This design comes from an exercise in tuning for a short achievable clock period on the open sky130 flow, not from production work.
At most, simulation tests tie the RTL to the original design; equivalence was not proved.
Power and IR drop assume default switching activity.

Design cf_checker_top, start of the top module:
module cf_checker_top (
   input  logic                 clk,
   input  logic                 reset_,
   input  logic                 cf_enable,
   input  logic   [cf_pkg::num_slots:1] commit,
   input  cf_pkg::instr_t [cf_pkg::num_slots:1] slot_instr,
   input  cf_pkg::addr_t  [cf_pkg::num_slots:1] slot_pc,
   input  cf_pkg::isize_t [cf_pkg::num_slots:1] slot_isize,
   input  logic   [cf_pkg::num_slots:1] slot_taken,           
   input  logic   [cf_pkg::num_slots:1] slot_is_dup,
   input  logic   [cf_pkg::num_slots:1] slot_received_kill,
   input  logic                 dut_branch_taken,
   input  logic                 rf_write_en,
   input  cf_pkg::reg_addr_t            rf_write_rd,
   input  cf_pkg::addr_t                rf_write_data,
   output logic                 rf_lock,
   output logic                 rf_unlock,
   output logic                 check_done,
   output logic                 err_cf_dest,
   output logic                 err_no_orig,
   output logic                 err_link
);
   logic        c1, found, is_dup, any_commit;
   logic        push, save;
   logic [31:0] ev_instr, ev_pc;
   logic [2:0]  ev_isize;
   logic        ev_taken, ev_isbr;
   logic [2:1]        br, lk, cf, tk, fall, link;
   logic [2:1][3:0]   lo;
   logic [2:1][31:3]  inc;
   logic [2:1][31:0]  g;
   for (genvar s = 1; s <= 2; s++) begin : g_slot
      assign br[s]   = slot_instr[s][6:0] == 7'b1100011;
      assign lk[s]   = (slot_instr[s][6:0] == 7'b1101111) || (slot_instr[s][6:0] == 7'b1100111);
      assign cf[s]   = br[s] || lk[s];
      assign tk[s]   = slot_is_dup[s] ? (dut_branch_taken || slot_received_kill[s])
                                      : slot_taken[s];
      assign fall[s] = br[s] && !tk[s];
      assign link[s] = lk[s] && (slot_instr[s][11:7] != 5'd0);
  ...
==> flow/config.mk <==
export PLATFORM = sky130hd
export DESIGN_NAME = cf_checker_top
export DESIGN_NICKNAME = cf_checker_top
export VERILOG_FILES = /design/flow/design.v
export SDC_FILE = /design/flow/constraint.sdc
export NUM_CORES = 4
export LEC_CHECK = 0
export CAP_MARGIN = 50
export CORE_MARGIN = 2
export CORE_UTILIZATION = 40
export SETUP_SLACK_MARGIN = 5.0
export SLEW_MARGIN = 70
export SYNTH_HIERARCHICAL = 1
export SYNTH_MINIMUM_KEEP_SIZE = 0
export TNS_END_PERCENT = 5
==> flow/constraint.sdc <==
create_clock -name core_clock -period 5.6 [get_ports {clk}]
set_input_delay 1.1200 -clock core_clock [delete_from_list [all_inputs] [get_ports {clk}]]
set_output_delay 1.1200 -clock core_clock [all_outputs]
set_load 0.01 [all_outputs]
standard.sh (not shown) runs the stock make flow with config.mk's settings and CLKGATE_MAP_FILE= SYNTH_SCRIPT=/design/flow/synth_recipe.tcl, a recipe that flattens the netlist after the stock synthesis.
==> flow/flow/run.sh <==
#!/bin/bash
# Standard ORFS layout with faster port buffers and unrestricted timing repair.
# Each tool's full output stays in orfs/logs; this script's own log is flow_run.log.
set -uo pipefail
exec > flow_run.log 2>&1
bash standard.sh \
   BUFFER_PORTS_ARGS="-buffer_cell sky130_fd_sc_hd__buf_4" \
   MATCH_CELL_FOOTPRINT=0 \
   finish
Then changed:
CAP_MARGIN = 20   (was 50)
SLEW_MARGIN = 20   (was 70)
After rerunning: Worst setup slack is worse by 35 ps. Via count is lower by about 0.35%. Total power came out lower by 0.45%.
No run of this note included a check of the RTL's function; only the layout flow was run.

========
before:
cf_checker_top, a different RTL version from the one above (not shown whole).
Size: about 2300 cells after synthesis.
==> flow/config.mk <==
export PLATFORM = sky130hd
export DESIGN_NAME = cf_checker_top
export DESIGN_NICKNAME = cf_checker_top
export VERILOG_FILES = /design/flow/design.v
export SDC_FILE = /design/flow/constraint.sdc
export NUM_CORES = 4
export LEC_CHECK = 0
export CAP_MARGIN = 20
export CORE_MARGIN = 2
export CORE_UTILIZATION = 40
export SETUP_SLACK_MARGIN = 2.9
export SLEW_MARGIN = 20
export SYNTH_HIERARCHICAL = 1
export SYNTH_MINIMUM_KEEP_SIZE = 0
export TNS_END_PERCENT = 5
==> flow/constraint.sdc <==
create_clock -name core_clock -period 5.6 [get_ports {clk}]
set_input_delay 1.1200 -clock core_clock [delete_from_list [all_inputs] [get_ports {clk}]]
set_output_delay 1.1200 -clock core_clock [all_outputs]
set_load 0.01 [all_outputs]
Scripts as last shown in full above: flow/flow/run.sh
before completed end to end with timing, DRC and antenna clean.
Setup changes, before to after
# before
export LEC_CHECK = 0
export CAP_MARGIN = 20
export CORE_MARGIN = 2
export CORE_UTILIZATION = 40
export SETUP_SLACK_MARGIN = 2.9
export SLEW_MARGIN = 20
export SYNTH_HIERARCHICAL = 1
export SYNTH_MINIMUM_KEEP_SIZE = 0
export TNS_END_PERCENT = 5
create_clock -name core_clock -period 5.6 [get_ports {clk}]
# after
export LEC_CHECK = 0
export CAP_MARGIN = 20
export CORE_MARGIN = 2
export CORE_UTILIZATION = 40
export SETUP_SLACK_MARGIN = 5.0
export SLEW_MARGIN = 20
export SYNTH_HIERARCHICAL = 1
export SYNTH_MINIMUM_KEEP_SIZE = 0
export TNS_END_PERCENT = 5
create_clock -name core_clock -period 5.6 [get_ports {clk}]
==> run notes <==
Taking before as the reference, in after relative area change from synthesis to final layout up 1.9 points; time the final worst path needs with I/O delays and setup went up by 9.7 ps. Diff before -> after: summed area of non-filler cells in the final layout now larger; actual transition at the worst max-transition pin went up 43 ps; synthesized area now sits at about the same level; power neither gained nor lost much; final wirelength grew by about 3%. after gives more average via count per standard cell than before did. Compared with before, after instantiates a larger number of standard cells.
No functional check of the RTL was part of any run of this note.

========
cf_checker_top, a different RTL version from the one above (not shown whole).
Size in the first run: roughly 2,300 cells after synthesis, about 550 flip-flops, roughly 190 I/O pins, roughly 26,000 um^2 of cells after synthesis.
==> flow/config.mk <==
export PLATFORM = sky130hd
export DESIGN_NAME = cf_checker_top
export DESIGN_NICKNAME = cf_checker_top
export VERILOG_FILES = /design/flow/design.v
export SDC_FILE = /design/flow/constraint.sdc
export NUM_CORES = 4
export LEC_CHECK = 0
export CAP_MARGIN = 20
export CORE_MARGIN = 2
export CORE_UTILIZATION = 40
export SETUP_SLACK_MARGIN = 3.0
export SLEW_MARGIN = 20
export TNS_END_PERCENT = 5
==> flow/constraint.sdc <==
create_clock -name core_clock -period 5.6 [get_ports {clk}]
set_input_delay 1.1200 -clock core_clock [delete_from_list [all_inputs] [get_ports {clk}]]
set_output_delay 1.1200 -clock core_clock [all_outputs]
set_load 0.01 [all_outputs]
Scripts as last shown in full above: flow/flow/run.sh
The starting point completed with no timing, DRC or antenna violations.
Change:
Settings changed: SETUP_SLACK_MARGIN 3.0 to 5.0.
Effect:
- wire length came out higher by 0.56%
- count of clock-buffer cells in the layout does not change
- cell area came out higher by 0.34%
- hold slack barely changes
- sequential share of layout area came out lower by 0.16 points
- non-clock buffer count came out higher by 5
- global-route usage barely changes
- via count came out higher by 0.45%
- worst setup slack improves by 0.026 ns
No run of this note included a check of the RTL's function; only the layout flow was run.

========
Another version of the RTL of cf_checker_top (not shown whole).
For scale: about 2300 cells after synthesis, about 540 flip-flops, about 190 I/O pins, ~0.027 mm2 of cells after synthesis.
export LEC_CHECK = 0
export CAP_MARGIN = 20
export CORE_MARGIN = 2
export CORE_UTILIZATION = 40
export SETUP_SLACK_MARGIN = 3.0
export SLEW_MARGIN = 20
create_clock -name core_clock -period 5.6 [get_ports {clk}]
run.sh (not shown) runs the stock make flow with config.mk's settings and CLKGATE_MAP_FILE= SYNTH_SCRIPT=/design/flow/synth_recipe.tcl, a recipe that flattens the netlist after the stock synthesis.
Stock flow here: none of the scripts above is used.
Edit:
Settings changed: SETUP_SLACK_MARGIN 3.0 to 5.0.
Die area stays the same.
Power is unchanged.
Wire length stays the same.
Non-clock buffer count does not change.
Register-to-register slack stays flat.
Function was not checked in any run of this note: the RTL went through the layout flow alone.

========
The RTL this note starts from:
==> flow/design.v <==
`timescale 1ns/1ns
`default_nettype none
package cf_pkg;
   localparam int num_slots   = 2;
   localparam int instr_w     = 32;
   localparam int addr_w      = 32;
   localparam int reg_addr_w  = 5;
   localparam int queue_depth = 4;
   localparam int ptr_w       = 3;    
   localparam int wb_delay    = 2;    
   typedef logic [instr_w-1:0]    instr_t;
   typedef logic [addr_w-1:0]     addr_t;
   typedef logic [reg_addr_w-1:0] reg_addr_t;
   typedef logic [2:0]            isize_t;    
   typedef struct packed {
      instr_t instr;
      addr_t  pc;
      addr_t  next_pc;
      logic   next_pc_valid;    
      logic   taken;
      isize_t isize;
   } cf_entry_t;
   typedef struct packed {
      logic      check;
      reg_addr_t rd;
      addr_t     link;    
   } link_job_t;
   function automatic logic is_branch(input instr_t instr);
      is_branch = instr[6:0] == 7'b1100011;
   endfunction
   function automatic logic is_jal(input instr_t instr);
      is_jal = instr[6:0] == 7'b1101111;
   endfunction
   function automatic logic is_jalr(input instr_t instr);
      is_jalr = instr[6:0] == 7'b1100111;
   endfunction
   function automatic logic is_cf(input instr_t instr);
      is_cf = (instr[6:0] == 7'b1100011) || (instr[6:0] == 7'b1101111) ||
              (instr[6:0] == 7'b1100111);
   endfunction
   function automatic reg_addr_t get_rd(input instr_t instr);
      get_rd = instr[11:7];
   endfunction
   function automatic addr_t dest_offset(input addr_t  pc,
                                         input addr_t  dest,
                                         input instr_t instr,
                                         input logic   taken,
                                         input isize_t isize);
      addr_t offset;
      offset = dest - pc;
      if ((instr[6:0] == 7'b1100011) && !taken)
         offset = offset - addr_t'(isize);
      dest_offset = offset;
   endfunction
endpackage
`default_nettype wire
`timescale 1ns/1ns
`default_nettype none
module cf_add_small #(
   parameter int low = 4
) (
   input  logic [31:0]    a,
   input  logic [low-1:0] b,
   output logic [31:0]    s
);
   logic [low:0] lo;
   assign lo       = {1'b0, a[low-1:0]} + {1'b0, b};
   assign s[low-1:0] = lo[low-1:0];
   for (genvar i = low; i < 32; i++) begin : g_up
      if (i == low) begin : g_first
         assign s[i] = a[i] ^ lo[low];
      end else begin : g_rest
         assign s[i] = a[i] ^ (lo[low] & (&a[i-1:low]));
      end
   end
endmodule
`default_nettype wire
`default_nettype none
module cf_rd_zero (
   input  logic [4:0] rd,
   output logic       z_lo,
   output logic       z_hi
);
   assign z_lo = rd[2:0] == 3'd0;
   assign z_hi = rd[4:3] == 2'd0;
endmodule
`default_nettype wire
`timescale 1ns/1ns
`default_nettype none
module cf_checker_top (
   input  logic                 clk,
   input  logic                 reset_,
   input  logic                 cf_enable,
   input  logic   [cf_pkg::num_slots:1] commit,
   input  cf_pkg::instr_t [cf_pkg::num_slots:1] slot_instr,
   input  cf_pkg::addr_t  [cf_pkg::num_slots:1] slot_pc,
   input  cf_pkg::isize_t [cf_pkg::num_slots:1] slot_isize,
   input  logic   [cf_pkg::num_slots:1] slot_taken,           
   input  logic   [cf_pkg::num_slots:1] slot_is_dup,
   input  logic   [cf_pkg::num_slots:1] slot_received_kill,
   input  logic                 dut_branch_taken,
   input  logic                 rf_write_en,
   input  cf_pkg::reg_addr_t            rf_write_rd,
   input  cf_pkg::addr_t                rf_write_data,
   output logic                 rf_lock,
   output logic                 rf_unlock,
   output logic                 check_done,
   output logic                 err_cf_dest,
   output logic                 err_no_orig,
   output logic                 err_link
);
   logic        c1, found, is_dup, any_commit;
   logic        push, save;
   logic [31:0] ev_instr, ev_pc;
   logic [2:0]  ev_isize;
   logic        ev_taken, ev_isbr;
   logic [2:1]        br, lk, cf, tk, fall, link;
   logic [2:1][3:0]   lo;
   logic [2:1][31:3]  inc;
   logic [2:1][31:0]  g;
   for (genvar s = 1; s <= 2; s++) begin : g_slot
      assign br[s]   = slot_instr[s][6:0] == 7'b1100011;
      assign lk[s]   = (slot_instr[s][6:0] == 7'b1101111) || (slot_instr[s][6:0] == 7'b1100111);
      assign cf[s]   = br[s] || lk[s];
      assign tk[s]   = slot_is_dup[s] ? (dut_branch_taken || slot_received_kill[s])
                                      : slot_taken[s];
      assign fall[s] = br[s] && !tk[s];
      assign link[s] = lk[s] && (slot_instr[s][11:7] != 5'd0);
      assign lo[s]   = {1'b0, slot_pc[s][2:0]} + {1'b0, slot_isize[s]};
      assign inc[s][3] = ~slot_pc[s][3];
      for (genvar i = 4; i < 32; i++) begin : g_inc
         assign inc[s][i] = slot_pc[s][i] ^ (&slot_pc[s][i-1:3]);
      end
      assign g[s][2:0]  = fall[s] ? lo[s][2:0] : slot_pc[s][2:0];
      assign g[s][31:3] = (fall[s] && lo[s][3]) ? inc[s] : slot_pc[s][31:3];
   end
   assign c1         = commit[1] && cf[1];           
   assign found      = c1 || (commit[2] && cf[2]);
   assign is_dup     = c1 ? slot_is_dup[1] : slot_is_dup[2];
   assign any_commit = commit[1] || commit[2];
   assign push       = cf_enable && found && !is_dup;
   assign save       = cf_enable && found && is_dup;
   assign ev_instr = c1 ? slot_instr[1] : slot_instr[2];
   assign ev_pc    = c1 ? slot_pc[1]    : slot_pc[2];
   assign ev_isize = c1 ? slot_isize[1] : slot_isize[2];
   assign ev_taken = c1 ? tk[1] : tk[2];
   assign ev_isbr  = c1 ? br[1] : br[2];
   logic [31:0] q_instr [0:3];
   logic [31:0] q_g     [0:3];
   logic [31:0] q_npc   [0:3];
   logic        q_taken [0:3];
   logic [4:0]  occ;             
   logic        need_patch;      
   logic        held, empty, compare, pop, patch;
   logic [3:0]  wsel, psel;      
   logic [31:0] ev_g;
   assign empty   = occ[0];
   assign compare = held && any_commit;
   assign pop     = compare && !empty;
   assign patch   = any_commit && need_patch;
   for (genvar i = 0; i < 4; i++) begin : g_sel
      assign wsel[i] = push  && (pop ? occ[i+1] : occ[i]);
      if (i < 3) begin : g_p
         assign psel[i] = patch && (pop ? occ[i+2] : occ[i+1]);
      end else begin : g_p3
         assign psel[i] = patch && !pop && occ[4];
      end
   end
   assign ev_g = c1 ? g[1] : g[2];
   always_ff @(posedge clk) begin
      for (int i = 0; i < 4; i++) begin
         if (wsel[i]) begin
            q_instr[i] <= ev_instr;
            q_g[i]     <= ev_g;
            q_npc[i]   <= slot_pc[2];
            q_taken[i] <= ev_taken;
         end else begin
            if (pop && i < 3) begin
               q_instr[i] <= q_instr[i+1];
               q_g[i]     <= q_g[i+1];
               q_npc[i]   <= q_npc[i+1];
               q_taken[i] <= q_taken[i+1];
            end
            if (psel[i])
               q_npc[i] <= slot_pc[1];
         end
      end
   end
   always_ff @(posedge clk) begin
      if (!reset_) begin
         occ        <= 5'b00001;
         need_patch <= 1'b0;
      end else begin
         if (push && !pop)      occ <= {occ[3:0], 1'b0};
         else if (pop && !push) occ <= {1'b0, occ[4:1]};
         if (any_commit) need_patch <= push && !(c1 && commit[2]);
      end
   end
   logic [31:0] d_instr, d_g;
   logic        d_taken, d_isbr;
   always_ff @(posedge clk) begin
      if (!reset_)   held <= 1'b0;
      else if (save) held <= 1'b1;
      else if (compare) held <= 1'b0;
   end
   always_ff @(posedge clk) begin
      if (save) begin
         d_instr <= ev_instr;
         d_g     <= ev_g;
         d_taken <= ev_taken;
         d_isbr  <= ev_isbr;
      end
   end
   logic mism;    
   assign mism = (q_instr[0] != d_instr) || (d_isbr && (q_taken[0] != d_taken));
   logic [31:0] ps, pc2, px, cin_need, cout;
   logic [31:0] ok;
   assign ps  = q_npc[0] ^ ~q_g[0] ^ d_g;
   assign pc2 = {((q_npc[0] & ~q_g[0]) | (q_npc[0] & d_g) | (~q_g[0] & d_g)), 1'b1};
   assign px  = ps ^ pc2;
   assign cin_need = px ^ slot_pc[1];
   assign cout     = (ps & pc2) | (px & ~slot_pc[1]);
   assign ok[0]    = ~cin_need[0];
   for (genvar i = 1; i < 32; i++) begin : g_ok
      assign ok[i] = cin_need[i] == cout[i-1];
   end
   logic e_mism, e_pop;
   logic [3:0] e_off_ne;
   always_ff @(posedge clk) begin
      if (!reset_) begin
         check_done  <= 1'b0;
         err_no_orig <= 1'b0;
         e_mism      <= 1'b0;
         e_pop       <= 1'b0;
      end else begin
         check_done  <= compare;
         err_no_orig <= compare && empty;
         e_mism      <= pop && mism;
         e_pop       <= pop;
      end
   end
   always_ff @(posedge clk) begin
      for (int q = 0; q < 4; q++)
         e_off_ne[q] <= !(&ok[8*q +: 8]);
   end
   assign err_cf_dest = e_mism || (e_pop && (|e_off_ne));
   logic        j0_v, j1_v;
   logic [4:0]  j0_rd, j1_rd;
   logic [31:0] j0_pc, j1_link;
   logic [2:0]  j0_isize;
   logic [31:0] j0_link;
   cf_add_small #(.low(3)) u_add_link (.a(j0_pc), .b(j0_isize), .s(j0_link));
   always_ff @(posedge clk) begin
      if (!reset_) begin
         j0_v <= 1'b0;
         j1_v <= 1'b0;
      end else begin
         j0_v <= cf_enable && (c1 ? link[1] : (commit[2] && link[2]));
         j1_v <= j0_v;
      end
   end
   always_ff @(posedge clk) begin
      j0_rd    <= ev_instr[11:7];
      j0_pc    <= ev_pc;
      j0_isize <= ev_isize;
      j1_rd    <= j0_rd;
      j1_link  <= j0_link;
   end
   logic rd_z_lo, rd_z_hi;
   cf_rd_zero u_rd_zero (.rd(rf_write_rd), .z_lo(rd_z_lo), .z_hi(rd_z_hi));
   assign rf_lock   = j1_v && rf_write_en && !(rd_z_lo && rd_z_hi);
   assign rf_unlock = rf_write_en && !rf_lock;
   always_ff @(posedge clk) begin
      if (!reset_)
         err_link <= 1'b0;
      else
         err_link <= j1_v && (!rf_write_en || (rf_write_rd != j1_rd) ||
                              (rf_write_data != j1_link));
   end
endmodule
`default_nettype wire
export LEC_CHECK = 0
export CAP_MARGIN = 20
export CORE_MARGIN = 2
export CORE_UTILIZATION = 40
export SETUP_SLACK_MARGIN = 5.0
export SLEW_MARGIN = 20
export SYNTH_HIERARCHICAL = 1
export SYNTH_MINIMUM_KEEP_SIZE = 0
export TNS_END_PERCENT = 5
create_clock -name core_clock -period 5.6 [get_ports {clk}]
standard.sh (not shown) runs the stock make flow with config.mk's settings and CLKGATE_MAP_FILE= SYNTH_SCRIPT=/design/flow/synth_recipe.tcl, a recipe that flattens the netlist after the stock synthesis.
Scripts as last shown in full above: flow/flow/run.sh
The baseline went through all stages and came out clean.
Then changed:
--- a/flow/config.mk
+++ b/flow/config.mk
@@ -9,7 +9,7 @@
 export CORE_MARGIN = 2
 export CORE_UTILIZATION = 40
-export SETUP_SLACK_MARGIN = 5.0
+export SETUP_SLACK_MARGIN = 2.9
 export SLEW_MARGIN = 20
 export SYNTH_HIERARCHICAL = 1
 export SYNTH_MINIMUM_KEEP_SIZE = 0
-export TNS_END_PERCENT = 5
+export TNS_END_PERCENT = 30
Outcome: Design area is lower by 2.2%; via count came out lower by 1.5%; cell count fell by 1.0%; total power decreases by 0.50%; setup slack degrades by 0.0051 ns; non-clock buffer count shrinks by 31.

[re-timing with driven ports]
The results above use ideal ports. As a check the final layouts listed here were re-extracted and re-timed, cells and wires unchanged. Step 1: set_driving_cell puts a clkbuf_16 on clk and a buf_2 on each other input, an assumption about the parent block. Step 2 adds t to the input delays and takes it off the output delays; t is the mean of the earliest and latest rising clock arrival at the registers after step 1. Input paths then give back, and output paths get back, about the clock's delay inside the block. Slacks: ideal / step 1 / step 2; pairs: ideal / step 1.
run | shift t [ns] | setup WS [ns] | worst setup path after step 2 | worst data-port slew with drivers (ns) | pins driven straight from the clock port
the first run of note 1 | 0.678 | 2.700 / 2.726 / 2.049 | input to register | 0.13 | 1
the second run of note 1 | 0.674 | 2.664 / 2.696 / 2.022 | input to register | 0.13 | 1
before | 0.663 | 2.647 / 2.674 / 2.010 | input to register | 0.13 | 1
after | 0.665 | 2.637 / 2.665 / 2.000 | input to register | 0.14 | 1
the first run of note 3 | 0.698 | 2.336 / 2.311 / 1.765 | input to register | 0.14 | 1
the second run of note 3 | 0.698 | 2.362 / 2.327 / 1.717 | input to register | 0.15 | 1
the first run of note 4 | 0.685 | 0.155 / 0.183 / -0.502 | input to register | 0.13 | 1
the second run of note 4 | 0.685 | 0.155 / 0.183 / -0.502 | input to register | 0.13 | 1
the first run of note 5 | 0.687 | 2.752 / 2.712 / 2.121 | input to register | 0.13 | 1
the second run of note 5 | 0.684 | 2.747 / 2.707 / 2.158 | input to register | 0.10 | 1
Met with ideal ports but missed after step 2: setup timing in the first run of note 4 and the second run of note 4.
